Context: an optimization exercise on an open-source flow, tuned for small area, a short achievable clock period and few clock cycles. The choices shown serve that exercise and are no tape-out recipe.
In this exercise RTL edits were held to simulation tests only and were not proved equivalent to the original.
Power and IR drop assume default switching activity.

$ cat flow/design.v
module doublecrack #(
    parameter int         KEY_W = 24,
    parameter logic [7:0] PT_LO = 8'h20,
    parameter logic [7:0] PT_HI = 8'h7E
) (
    input  logic             clk,
    input  logic             rst_n,
    input  logic             en,
    input  logic [KEY_W-1:0] key_start,
    output logic             rdy,
    output logic [KEY_W-1:0] key,
    output logic             key_valid,
    output logic [7:0]       ct_addr,
    input  logic [7:0]       ct_rddata
);
    typedef enum logic [3:0] {
        S_RST, S_IDLE, S_INIT, S_KSA, S_P1, S_P2, S_P3, S_PD, S_C2, S_C3, S_C4, S_C5
    } state_t;
    state_t           r_state;
    logic             r_rdy, r_kv;
    logic [KEY_W-1:0] r_k, r_kn, r_key;
    logic [7:0]       r_q [256];
    logic [7:0]       r_a, r_b;    
    logic [7:0]       r_base;      
    logic [23:0]      r_kr;        
    logic [7:0]       r_kc1, r_kc2, r_kc3;    
    logic             r_fa0, r_fa1, r_fa2, r_fa3, r_fb0, r_fb2, r_fb3, r_fab;   
    logic [7:0]       r_addr, r_len, r_c, r_z, r_ct, r_h, r_w, r_j;
    logic             r_zp, r_hp, r_wp;     
    logic             r_last;
    logic [7:0]       r_m1, r_m2, r_vb, r_vq;
    logic             r_p1, r_p2, r_s0, r_s1a, r_s1b;
    logic [7:0]       w_v254, w_v255, w_h, w_w;
    logic             w_ds, w_wa, w_load, w_bad, w_acc, w_rej, w_last, w_kend;
    logic [7:0]       w_busa, w_busb, w_pt;
    logic [7:0]       w_s2, w_s3, w_s23, w_an, w_bn, w_ka, w_kb;
    logic             w_sel;
    logic [7:0]       w_an2, w_bn2;
    logic             w_fa0, w_fa1, w_fa2, w_fa3, w_fb0, w_fb2, w_fb3, w_fab;
    logic [23:0]      w_kr;
    logic [KEY_W-1:0] w_kl;
    assign rdy       = r_rdy;
    assign key       = r_key;
    assign key_valid = r_kv;
    assign ct_addr   = r_addr;
    assign w_ds  = (r_state == S_KSA) || (r_state == S_P1);
    assign w_wa  = (r_state == S_C3) || (r_state == S_C4);
    assign w_pt   = r_z ^ {8{r_zp}} ^ r_ct;
    assign w_bad  = (w_pt < PT_LO) || (w_pt > PT_HI);
    assign w_acc  = (r_state == S_PD) && ((r_len == 8'd0) || (!w_bad && r_addr == r_len));
    assign w_rej  = (r_state == S_PD) && (r_len != 8'd0) && w_bad;
    assign w_last = r_last;
    assign w_load = (r_state == S_INIT) || (w_rej && !w_last);
    assign w_kl   = r_kn;
    assign w_kend = (r_base == 8'd254);
    logic [15:0]      w_loa, w_lob, w_hia, w_hib;
    logic [7:0]       w_bv [4];                 
    logic [7:0]       w_bbv [2];                
    logic [7:0]       w_dx [256];               
    logic [7:0]       w_ma [16], w_mb [16];
    logic [7:0]       w_m1r, w_m2r;
    always_comb begin
        for (int k = 0; k < 16; k++) begin
            w_loa[k] = (r_a[3:0] == 4'(k));
            w_hia[k] = (r_a[7:4] == 4'(k));
            w_lob[k] = (r_b[3:0] == 4'(k));
            w_hib[k] = (r_b[7:4] == 4'(k));
        end
    end
    assign w_busa = !w_ds ? w_w : r_fab ? w_busb : r_q[0];
    assign w_busb = r_fa1 ? r_q[0] : r_q[1];
    assign w_bv[0]  = ~w_busa | {8{w_load}};
    assign w_bv[1]  = ~w_busa & ~{8{w_load}};
    assign w_bv[2]  = w_busa & ~{8{w_load}};
    assign w_bv[3]  = w_busa | {8{w_load}};
    assign w_bbv[0] = ~w_busb;
    assign w_bbv[1] = w_busb;
    for (genvar g = 0; g < 16; g++) begin : g_grp
        logic [127:0] w_q, w_ba, w_bb, w_d;
        for (genvar k = 0; k < 16; k++) begin : g_pos
            localparam int P = (16 * g + k + 254) % 256;
            if (16 * g + k == 254)      assign w_q[8 * k +: 8] = ~w_v254;
            else if (16 * g + k == 255) assign w_q[8 * k +: 8] = ~w_v255;
            else                        assign w_q[8 * k +: 8] = r_q[16 * g + k];
            assign w_dx[16 * g + k] = w_d[8 * k +: 8];
            for (genvar b = 0; b < 8; b++) begin : g_bit
                assign w_ba[8 * k + b] = w_bv[2 * ((P >> 1) & 1) + ((P >> b) & 1)][b];
                assign w_bb[8 * k + b] = w_bbv[(P >> 1) & 1][b];
            end
        end
        doublecrack_grp u_grp (
            .hia(w_hia[g]), .hibw(w_hib[g] && w_ds && !w_load),
            .loa(w_loa), .lob(w_lob), .ld(w_load),
            .ba(w_ba), .bb(w_bb), .q(w_q), .d(w_d), .ma(w_ma[g]), .mb(w_mb[g])
        );
    end
    logic [127:0] w_mav, w_mbv;
    for (genvar g = 0; g < 16; g++) begin : g_mv
        assign w_mav[8 * g +: 8] = w_ma[g];
        assign w_mbv[8 * g +: 8] = w_mb[g];
    end
    doublecrack_sel16 u_m1 (.sel(w_hia), .q(w_mav), .y(w_m1r));
    doublecrack_sel16 u_m2 (.sel(w_hib), .q(w_mbv), .y(w_m2r));
    assign w_v254 = r_s0 ? r_vb : (r_m1 ^ {8{r_p1}});
    assign w_v255 = r_s1a ? (r_m1 ^ {8{r_p1}}) : r_s1b ? r_vq : (r_m2 ^ {8{r_p2}});
    assign w_h    = r_h ^ {8{r_hp}};
    assign w_w    = r_w ^ {8{r_wp}};
    always_ff @(posedge clk) begin
        for (int p = 0; p < 254; p++) r_q[p] <= w_dx[p + 2];
        r_m1 <= w_m1r;
        r_m2 <= w_m2r;
        r_p1 <= r_a[1];
        r_p2 <= r_b[1];
        if (w_load) begin
            r_vb  <= 8'd254;
            r_vq  <= 8'd255;
            r_s0  <= 1'b1;
            r_s1a <= 1'b0;
            r_s1b <= 1'b1;
        end else if (w_ds) begin
            r_vb  <= w_busb;
            r_vq  <= r_q[0];
            r_s0  <= r_fb0;
            r_s1a <= r_fb0;
            r_s1b <= r_fab;
        end else begin
            r_vb  <= (w_wa && r_fa0) ? w_busa : r_q[0];
            r_vq  <= (w_wa && r_fa1) ? w_busa : r_q[1];
            r_s0  <= 1'b1;
            r_s1a <= 1'b0;
            r_s1b <= 1'b1;
        end
    end
    function automatic logic eq2(input logic [7:0] x, input logic [7:0] y,
                                 input logic [7:0] k);
        logic [7:0] p, g, cin, cout;
        p = x ^ y;
        g = x & y;
        cout = g | (p & ~k);
        cin = {cout[6:0], 1'b0};
        eq2 = ((p ^ k) == cin);
    endfunction
    function automatic logic eq3(input logic [7:0] x, input logic [7:0] y,
                                 input logic [7:0] z, input logic [7:0] k);
        logic [7:0] s, c;
        s = x ^ y ^ z;
        c = {((x[6:0] & y[6:0]) | (x[6:0] & z[6:0]) | (y[6:0] & z[6:0])), 1'b0};
        eq3 = eq2(s, c, k);
    endfunction
    function automatic logic eq4(input logic [7:0] w, input logic [7:0] x,
                                 input logic [7:0] y, input logic [7:0] z,
                                 input logic [7:0] k);
        logic [7:0] s, c;
        s = w ^ x ^ y;
        c = {((w[6:0] & x[6:0]) | (w[6:0] & y[6:0]) | (x[6:0] & y[6:0])), 1'b0};
        eq4 = eq3(s, c, z, k);
    endfunction
    assign w_s2  = r_fb2 ? w_busb : r_fa2 ? r_q[0] : ~r_q[2];
    assign w_s3  = r_fb3 ? w_busb : r_fa3 ? r_q[0] : ~r_q[3];
    assign w_s23 = w_s2 + w_s3;
    assign w_ka  = r_b + r_kc1;
    assign w_kb  = r_b + r_kc2;
    assign w_sel = eq3(w_s2, r_b, r_kc1, 8'd1);              
    assign w_an  = w_kend ? 8'd0 : w_ka + w_s2;
    assign w_bn  = w_kend ? w_s3 : w_sel ? w_s2 + r_kc3 : w_kb + w_s23;
    always_comb begin
        if (w_kend) begin
            w_fa0 = 1'b1;
            w_fa1 = 1'b0;
            w_fa2 = 1'b0;
            w_fa3 = 1'b0;
            w_fb0 = (w_s3 == 8'd0);
            w_fb2 = (w_s3 == 8'd2);
            w_fb3 = (w_s3 == 8'd3);
            w_fab = (w_s3 == 8'd0);
        end else begin
            w_fa0 = eq3(w_s2, r_b, r_kc1, 8'd0);
            w_fa1 = w_sel;
            w_fa2 = eq3(w_s2, r_b, r_kc1, 8'd2);
            w_fa3 = eq3(w_s2, r_b, r_kc1, 8'd3);
            w_fb0 = w_sel ? eq2(w_s2, r_kc3, 8'd0) : eq4(w_s2, w_s3, r_b, r_kc2, 8'd0);
            w_fb2 = w_sel ? eq2(w_s2, r_kc3, 8'd2) : eq4(w_s2, w_s3, r_b, r_kc2, 8'd2);
            w_fb3 = w_sel ? eq2(w_s2, r_kc3, 8'd3) : eq4(w_s2, w_s3, r_b, r_kc2, 8'd3);
            w_fab = w_sel ? eq2(w_s2, r_kc3, 8'd1) : eq2(w_s3, r_kc3, 8'd1);
        end
    end
    always_comb begin
        w_an2 = r_a;
        w_bn2 = r_b;
        if (w_load) begin
            w_an2 = w_kl[23:16];
            w_bn2 = w_kl[23:16] + ((w_kl[23:16] == 8'd1) ? 8'd0 : 8'd1) + w_kl[15:8];
        end else begin
            case (r_state)
                S_KSA: begin
                    w_an2 = w_an;
                    w_bn2 = w_bn;
                end
                S_P1: begin
                    w_an2 = 8'd0;
                    w_bn2 = w_bn;
                end
                S_P2: begin
                    w_an2 = 8'd0;
                    w_bn2 = w_v255 + r_c;                      
                end
                S_P3: begin
                    w_an2 = 8'd0;
                    w_bn2 = 8'd2 - (r_base + 8'd2);               
                end
                S_PD: w_an2 = 8'd0;
                S_C2: begin
                    w_an2 = r_j + w_h - (r_base + 8'd2);          
                    w_bn2 = w_an2;
                end
                S_C3: w_an2 = r_addr - (r_base + 8'd2);           
                S_C4: begin
                    w_an2 = 8'd0;
                    w_bn2 = w_h + w_w - (r_base + 8'd2);          
                end
                S_C5: begin
                    w_an2 = 8'd0;
                    w_bn2 = r_addr + 8'd1 - (r_base + 8'd2);      
                end
                default: ;
            endcase
        end
    end
    assign w_kr = w_load ? {w_kl[7:0], w_kl[23:16], w_kl[15:8]} :
                           {r_kr[7:0], r_kr[23:16], r_kr[15:8]};
    always_ff @(posedge clk) begin
        r_c   <= r_q[1] - 8'd4;
        r_ct  <= ct_rddata;
        r_kn  <= (r_state == S_IDLE) ? key_start : r_k + KEY_W'(1);
        r_kr  <= w_kr;
        r_kc1 <= w_kr[23:16] - 8'd2;
        r_kc2 <= w_kr[23:16] + w_kr[15:8] - 8'd2;
        r_kc3 <= w_kr[15:8] + 8'd1;
    end
    always_ff @(posedge clk) begin
        r_base <= w_load ? 8'd0 : r_base + 8'd2;
        r_a   <= w_an2;
        r_b   <= w_bn2;
        if (w_load || w_ds) begin
            r_fa0 <= w_load ? (w_an2 == 8'd0) : w_fa0;
            r_fa1 <= w_load ? (w_an2 == 8'd1) : w_fa1;
            r_fa2 <= w_load ? (w_an2 == 8'd2) : w_fa2;
            r_fa3 <= w_load ? (w_an2 == 8'd3) : w_fa3;
            r_fb0 <= w_load ? (w_bn2 == 8'd0) : w_fb0;
            r_fb2 <= w_load ? (w_bn2 == 8'd2) : w_fb2;
            r_fb3 <= w_load ? (w_bn2 == 8'd3) : w_fb3;
            r_fab <= w_load ? (w_an2 == w_bn2) : w_fab;
        end else begin
            r_fa0 <= (w_an2 == 8'd0);
            r_fa1 <= (w_an2 == 8'd1);
        end
        case (r_state)
            S_P1: r_j <= r_b;
            S_C2: begin
                r_j  <= r_j + w_h;
                r_w  <= w_h;
                r_wp <= 1'b0;
            end
            S_C3: begin
                r_w  <= w_m2r;
                r_wp <= r_b[1];
            end
            S_PD: begin
                r_h  <= w_m2r;
                r_hp <= r_b[1];
            end
            S_P3, S_C5: begin
                r_z  <= w_m2r;
                r_zp <= r_b[1];
            end
            default: ;
        endcase
    end
    always_ff @(posedge clk) begin
        if (rst_n) begin
            r_state <= S_RST;
            r_rdy   <= 1'b0;
            r_kv    <= 1'b0;
            r_key   <= '0;
            r_k     <= '0;
            r_last  <= 1'b0;
            r_len   <= '0;
            r_addr  <= '0;
        end else begin
            if (r_state == S_P1) r_len <= ct_rddata;
            if (w_load) begin
                r_k    <= w_kl;
                r_last <= (w_kl == '1);
                r_addr <= 8'd0;
            end else if (r_state == S_P1 || r_state == S_PD) begin
                r_addr <= r_addr + 8'd1;
            end
            case (r_state)
                S_RST: begin
                    r_state <= S_IDLE;
                    r_rdy   <= 1'b1;
                end
                S_IDLE: if (en) begin
                    r_state <= S_INIT;
                    r_rdy   <= 1'b0;
                    r_kv    <= 1'b0;
                    r_key   <= '0;
                end
                S_INIT: r_state <= S_KSA;
                S_KSA:  if (w_kend) r_state <= S_P1;
                S_P1:   r_state <= S_P2;
                S_P2:   r_state <= S_P3;
                S_P3:   r_state <= S_PD;
                S_PD: begin
                    if (w_acc) begin
                        r_state <= S_IDLE;
                        r_rdy   <= 1'b1;
                        r_kv    <= 1'b1;
                        r_key   <= r_k;
                    end else if (w_rej) begin
                        if (w_last) begin
                            r_state <= S_IDLE;
                            r_rdy   <= 1'b1;
                            r_kv    <= 1'b0;
                            r_key   <= '0;
                        end else begin
                            r_state <= S_KSA;
                        end
                    end else begin
                        r_state <= S_C2;
                    end
                end
                S_C2: r_state <= S_C3;
                S_C3: r_state <= S_C4;
                S_C4: r_state <= S_C5;
                S_C5: r_state <= S_PD;
                default: r_state <= S_RST;
            endcase
        end
    end
endmodule
module doublecrack_grp (
    input  logic         hia,
    input  logic         hibw,
    input  logic [15:0]  loa,
    input  logic [15:0]  lob,
    input  logic         ld,
    input  logic [127:0] ba,
    input  logic [127:0] bb,
    input  logic [127:0] q,
    output logic [127:0] d,
    output logic [7:0]   ma,
    output logic [7:0]   mb
);
    logic [15:0] na, nb, nn;
    assign na = {16{ld}} | ({16{hia}} & loa);
    assign nb = {16{hibw}} & lob;
    assign nn = ~(na | nb);
    for (genvar k = 0; k < 16; k++) begin : g_pos
        for (genvar b = 0; b < 8; b++) begin : g_bit
            doublecrack_aoi222 u_d (
                .a1(nb[k]), .a2(bb[8 * k + b]), .b1(na[k]), .b2(ba[8 * k + b]),
                .c1(nn[k]), .c2(q[8 * k + b]), .y(d[8 * k + b])
            );
        end
    end
    doublecrack_sel16 u_ma (.sel(loa), .q(q), .y(ma));
    doublecrack_sel16 u_mb (.sel(lob), .q(q), .y(mb));
endmodule
module doublecrack_sel16 (
    input  logic [15:0]  sel,
    input  logic [127:0] q,
    output logic [7:0]   y
);
    for (genvar b = 0; b < 8; b++) begin : g_bit
        logic [4:0] t;
        for (genvar m = 0; m < 5; m++) begin : g_t
            doublecrack_aoi222 u_t (
                .a1(sel[3 * m]),     .a2(q[8 * (3 * m) + b]),
                .b1(sel[3 * m + 1]), .b2(q[8 * (3 * m + 1) + b]),
                .c1(sel[3 * m + 2]), .c2(q[8 * (3 * m + 2) + b]),
                .y(t[m])
            );
        end
        assign y[b] = ~(&t) | (sel[15] & q[8 * 15 + b]);
    end
endmodule
module doublecrack_aoi222 (
    input  logic a1,
    input  logic a2,
    input  logic b1,
    input  logic b2,
    input  logic c1,
    input  logic c2,
    output logic y
);
    assign y = ~((a1 & a2) | (b1 & b2) | (c1 & c2));
endmodule
$ cat flow/flow/run.sh
#!/bin/bash
# The standard layout, with timing repair aimed at a shorter period than its default
# margin allows; each tool's log stays under orfs/logs, make's output in standard.log.
set -euo pipefail
bash standard.sh SETUP_SLACK_MARGIN=5.8 finish > standard.log 2>&1
$ cat flow/standard.sh
#!/bin/bash
# synth_recipe.tcl (not shown) runs the flow's synth.tcl, then flattens the netlist and writes it again
# the make line also repeats each setting of config.mk as NAME=value (left out here)
make -C /OpenROAD-flow-scripts/flow DESIGN_CONFIG=/design/flow/config.mk WORK_HOME=/design/flow/orfs CLKGATE_MAP_FILE= SYNTH_SCRIPT=/design/flow/synth_recipe.tcl "${@:-finish}"
$ cat flow/config.mk
export PLATFORM = sky130hd
export DESIGN_NAME = doublecrack
export DESIGN_NICKNAME = doublecrack
export VERILOG_FILES = /design/flow/design.v
export SDC_FILE = /design/flow/constraint.sdc
export NUM_CORES = 4
export LEC_CHECK = 0
export CAP_MARGIN = 20
export CELL_PAD_IN_SITES_DETAIL_PLACEMENT = 1
export CELL_PAD_IN_SITES_GLOBAL_PLACEMENT = 2
export CORE_MARGIN = 2
export CORE_UTILIZATION = 25
export CTS_CLUSTER_DIAMETER = 100
export CTS_CLUSTER_SIZE = 30
export MIN_ROUTING_LAYER = met2
export PLACE_DENSITY = 0.4
export SETUP_SLACK_MARGIN = 5
export SLEW_MARGIN = 20
export SYNTH_HIERARCHICAL = 1
export SYNTH_MEMORY_MAX_BITS = 8192
export SYNTH_MINIMUM_KEEP_SIZE = 0
$ cat flow/constraint.sdc
create_clock -name core_clock -period 10.0 [get_ports {clk}]
set_input_delay 2.0000 -clock core_clock [delete_from_list [all_inputs] [get_ports {clk}]]
set_output_delay 2.0000 -clock core_clock [all_outputs]
set_load 0.01 [all_outputs]
==> run summary, run 1 <==
- From left edge to right edge, the die measures 651 microns.
- The maximum level of the CTS H-tree is 4.
- The mapped cell area is 0.105 sq mm.
- In this run the count of I/O pins placed on the die edge is 69.
- In the synthesized netlist, the number of instances is 9236.
- The run stopped with a tool error.
- Entering global routing, the biggest net connects 87 pins.
- For this configuration, the core starts out at a cell density of 25.1%.
- The all-layer global routing usage is 65.6%.
- The total overflow left after global routing is 3.
- After floorplanning, the core was divided into 237 placement rows.
- The net count of the mapped netlist is 9435.
- The number of sinks driven by the clock tree is 2293.
- Routability-driven placement finished with a final weighted congestion of 1.06.
- The last flow stage reached is global routing.
- The tool reported: "[ERROR GRT-0232] Routing congestion too high. Check the congestion heatmap in the GUI".
- Buffers inserted during clock tree synthesis total 143.
- Buffers placed on the I/O ports in this run total 68.
- The maximum number of buffers from clock root to sink is 4.
- The die outline height is 651 microns.
- The tree is rooted in a clkbuf_16.
- Hold repair after CTS inserted 0 buffers.
- In this run the mean area of a mapped cell was 11.3 sq um.
- Once detailed placement completed, the half-perimeter wirelength came to 534 mm.
- The Yosys step of the flow raised 17 warnings.
[through the flow]
step           worst slack, ns  instances  hold slack (ns)  total power, mW  instance area (sq um)
2_1_floorplan             1.92       9236            0.355             29.4                 105000
3_3_place_gp              4.20      14900            0.414             45.9                 115000
3_5_place_dp              4.08      14900            0.411             45.8                 115000
4_1_cts                   5.15      15500            0.428             56.2                 126000
[routing by layer]
metal	overflow	track usage, %
met1	-	-
met2	0	68.0
met3	0	77.1
met4	3	43.2
met5	0	56.7
[how the worst max path moves through the flow]
stage | startpoint | slack, ns | depth (start not counted) | to
floorplan | r_fa1 | 1.92 | 17 | r_fb2
global placement | r_fb2 | 4.20 | 15 | r_fb2
detailed placement | r_state[1] | 4.08 | 10 | r_q[78][0]
CTS | r_fb2 | 5.15 | 16 | r_fb2
[timing repair]
action | in CTS
cloned | 67
pin swaps | 217
resized for setup | 479
buffers inserted | 241
setup endpoints to repair | 2044
[power by group through the flow]
stage / combinational (mW) / clock (mW) / sequential (mW)
2_1_floorplan: 13.1 / 0 / 16.2
3_3_place_gp: 26.5 / 0 / 19.4
3_5_place_dp: 26.5 / 0 / 19.3
4_1_cts: 29.6 / 7.52 / 19.1
Testbench counts, summed over its fixed seeds: cycles 220,485.
==> run 2, diff against run 1 <==
==> flow/run.sh (new file) <==
#!/bin/bash
# synth_recipe.tcl (not shown) runs the flow's synth.tcl, then flattens the netlist and writes it again
# the make line also repeats each setting of config.mk as NAME=value (left out here)
make -C /OpenROAD-flow-scripts/flow DESIGN_CONFIG=/design/flow/config.mk WORK_HOME=/design/flow/orfs CLKGATE_MAP_FILE= SYNTH_SCRIPT=/design/flow/synth_recipe.tcl finish
--- a/flow/config.mk
+++ b/flow/config.mk
@@ -8,10 +8,5 @@
 export CAP_MARGIN = 20
-export CELL_PAD_IN_SITES_DETAIL_PLACEMENT = 1
-export CELL_PAD_IN_SITES_GLOBAL_PLACEMENT = 2
 export CORE_MARGIN = 2
-export CORE_UTILIZATION = 25
-export CTS_CLUSTER_DIAMETER = 100
-export CTS_CLUSTER_SIZE = 30
-export MIN_ROUTING_LAYER = met2
-export PLACE_DENSITY = 0.4
+export CORE_UTILIZATION = 20
+export PLACE_DENSITY = 0.35
 export SETUP_SLACK_MARGIN = 5
removed: flow/flow/run.sh
removed: flow/standard.sh
==> run 2 against run 1 <==
The run now finishes clean. Synthesized cell count unchanged. Synthesized area is the same.
==> run summary, run 2 <==
- The library cell used most frequently in the layout, excluding fill and tap cells, is a222oi_1.
- Clock skew on the completed layout was measured at 0.137 ns.
- In the final layout, the share of cells above drive strength 1 is 12.7%.
- The maximum level of the CTS H-tree is 5 (+1).
- The hold path startpoint is r_kr[12].
- The routability congestion estimate is 0.920 (-13%).
- The register with the most flip-flops in the layout has 2032 of them.
- The number of detailed-route iterations in the first pass is 23.
- Setup repair after global routing could not meet its margin everywhere.
- The critical path arrival is 6.15 ns.
- The clock transition at the registers of the reported paths is 0.07 ns.
- The first global-routing pass estimated 1000 mm of wire.
- In the routed layout, each cell is associated on average with a via count of 7.16.
- For the finished layout, the period the worst path requires is 5.44 ns.
- For this run, the slowest stage of the critical path takes 1.03 ns.
- The worst setup path is of the reg -> reg kind.
- The die covers 0.529 sq mm.
- The average instance area after synthesis is 11.3 sq um (unchanged).
- The tool flagged a number of max-cap violations equal to 0.
- The path category of the worst min-delay check is reg -> reg.
- The post-synthesis cell count is 9236 (unchanged).
- The cell with the largest stage delay on the worst path is a222oi_1.
- Wires add up to 756 mm.
- The critical path starts at r_a[0].
- Summed over all layers, the global routing overflow is 0.
- The overall via count from detail_route is 121000.
- The number of buffers added by the clock tree synthesis step came to 287 (+100%).
- The width of the chip is 727 microns (+12%).
- The starting utilization of the core area came to 20.1% (-5.0 points).
- The critical path data required time is 10.71 ns.
- In the layout the commonest cells are a222oi_1 (3394), dfxtp_1 (2238), nand2_1 (487).
- Global routing used 7.10% of the available met3 tracks.
- The worst reg2reg path depth is 9.
- For this run, the total global-route usage over all layers was measured as 26.6%.
- The violation count after the first detailed-routing iteration is 39000.
- The startpoint of the lowest-slack register-to-register path is r_a[0].
- The capture point of the worst path is r_m1[5].
- The largest voltage drop on the vdd net is 0.000362 V.
- At the later pin of the worst-skew pair, clock insertion delay measures 1.05 ns.
- The maximum clock frequency is 184 MHz.
- The signal on the critical path passes through nand2b_2 -> nor2_4 -> buf_12 -> buf_4 -> a222oi_1 -> nand4_1 -> a222oi_1 -> and3_2 -> nand4_1.
- The instance count after placement with tap cells included is 16300 (+9.2%).
- The leakage power is 43.8 nW.
- The clock tree from TritonCTS is yes.
- After routing, the total negative slack on setup checks comes to 0 ns.
- The number of antenna violations at the first check in global routing is 51.
- The number of synthesis warnings is 17 (unchanged).
- The run finished with no timing, DRC or antenna violations.
- The cell chosen for the clock root is clkbuf_16.
- The overall power of the completed layout is 57.4 mW.
- The maximum net fanout on the critical path is 68.
- Dividing total power by cell area gives a power density of 453 mW/mm^2.
- The smallest setup slack after layout is 4.56 ns.
- The met2 track demand over resource is 40.1%.
- The utilization of the core after routing is 24.3%.
- The total area inside the core boundary comes to 0.521 sq mm.
- Headroom to the max-slew limit came out at 4.84%.
- The met1 track demand over resource in global routing is 34.1%.
- The net count of the finished layout is 9889.
- More flip-flops sit in one register than any other, and that register is r_q.
- The count of input and output buffers is 68 (unchanged).
- The count of endpoints failing setup in the final report is 0.
- In the routed design, unresolved DRC markers number 0.
- The count of final max-slew check failures was 0.
- For the pin with the worst max-slew slack, the measured transition is 1.43 ns.
- The placed wire-length estimate was 466 mm (-13%).
- The total number of placement rows was 265 (+12%).
- The count of endpoints failing hold in the final timing report is 0.
- In the final routed layout, each cell accounts on average for 44.8 microns.
- Entering global routing, the biggest net connects 116 pins.
- The number of top-level design ports came to 69 (unchanged).
- The worst path uses 54.4% of the clock period.
- STA classifies the critical path endpoint as a register.
- The worst setup path is launched from a register.
- The mapped cell area is 0.105 sq mm (unchanged).
- The number of sinks driven by the clock tree came to 2293 (unchanged).
- The growth of design area from synthesis to finish is 21.1%.
- The maximum number of buffers from clock root to sink is 4 (unchanged).
- The terminus of the critical flop-to-flop path is r_m1[5].
- The worst-case setup slack after placement is 4.12 ns (+0.0375 ns).
- The global-route layer with the greatest usage is met2.
- The die outline height is 727 microns (+12%).
- The final antenna-violating net count is 0.
- Leaving out filler cells and counting taps, the final layout contains 16900.
- In this run the register-to-register setup slack is 4.56 ns.
- The total of hold buffers inserted after clock tree synthesis came to 0 (unchanged).
- The via count of the first global-routing pass is 113000.
- The net count of the mapped netlist is 9435 (unchanged).
-- run 2: stage by stage --
| step | instance area (sq um) | hold slack (ns) |
|---|---|---|
| 5_1_grt | 127000 | 0.431 |
| 6_report | 127000 | 0.423 |
| 2_1_floorplan | 105000 | 0.329 |
| 4_1_cts | 126000 | 0.421 |
| 3_3_place_gp | 116000 | 0.410 |
| 3_5_place_dp | 116000 | 0.406 |
-- run 2: layout make-up --
type	instances	area (sq um)
Multi-Input combinational cell	6478	57000
Timing Repair inverter	2	17.5
Sequential cell	2293	46300
Clock buffer	411	8330
Clock inverter	94	1320
Timing Repair Buffer	430	4030
Tap cell	6942	8690
Fill cell	54900	394000
Inverter	198	891
Antenna cell	18	45.0
-- run 2: worst min path at each step --
stage / cells past startpoint / slack, ns / endpoint
2_1_floorplan: 0 / 0.33 / r_p1
3_3_place_gp: 2 / 0.41 / r_kr[7]
3_5_place_dp: 2 / 0.41 / r_kr[7]
4_1_cts: 2 / 0.42 / r_kr[7]
5_1_grt: 2 / 0.43 / r_kr[7]
6_report: 2 / 0.42 / r_kr[4]
-- run 2: where the power goes --
part           internal, mW  total, mW  switching, mW
Sequential             13.7       19.4           5.71
Combinational          8.28       27.0           18.7
Clock                  6.38       11.0           4.65
-- run 2: worst max-delay path, delay by kind of cell (launching register included) --
family | cells | cell delay [ns]
buffers and inverters | 2 | 0.70
AND/OR/NAND/NOR | 5 | 1.77
AO/OA/AOI/OAI | 2 | 1.89
flip-flops | 1 | 0.57
-- run 2: timing repair --
action	CTS	global route
endpoints found under the hold margin	0	0
setup buffers	29	22
gates cloned	5	1
endpoints found under the setup margin	759	120
pin swaps	26	25
resized for setup	60	36
-- run 2: layer usage --
metal  part of all wire, %  vias to the layer above
li1                      -                    45300
met1                    37                    60900
met2                    43                    11900
met3                    13                     2571
met4                   6.8                       14
met5                 0.013                        -

re-timing with driven ports:
In the flow no input, the clock included, has a driving cell. The finished layout below was timed again as built, in two steps. Step 1 (the two cells are an assumption about what drives the block):
set clk [get_ports {clk}]
set_driving_cell -lib_cell sky130_fd_sc_hd__clkbuf_16 $clk
set_driving_cell -lib_cell sky130_fd_sc_hd__buf_2 [delete_from_list [all_inputs] $clk]
Step 2 moves the port delays by t, midway between the first and last clock arrival at a register: inputs arrive t later, outputs are due t later. That takes back most of the time a late clock gives input paths. Slacks: no drivers / after step 1 / after step 2; pairs: no drivers / after step 1.
run: run 2
t (ns): 1.109
slack for setup (ns): 4.561 / 4.561 / 4.561
hold slack, ns: 0.423 / 0.423 / 0.423
pins driven straight from the clock port: 1
After both steps run 2 still meets setup and hold. The setup slack of run 2 moves by 0.000 ns with the drivers and by 0.000 ns with both steps.
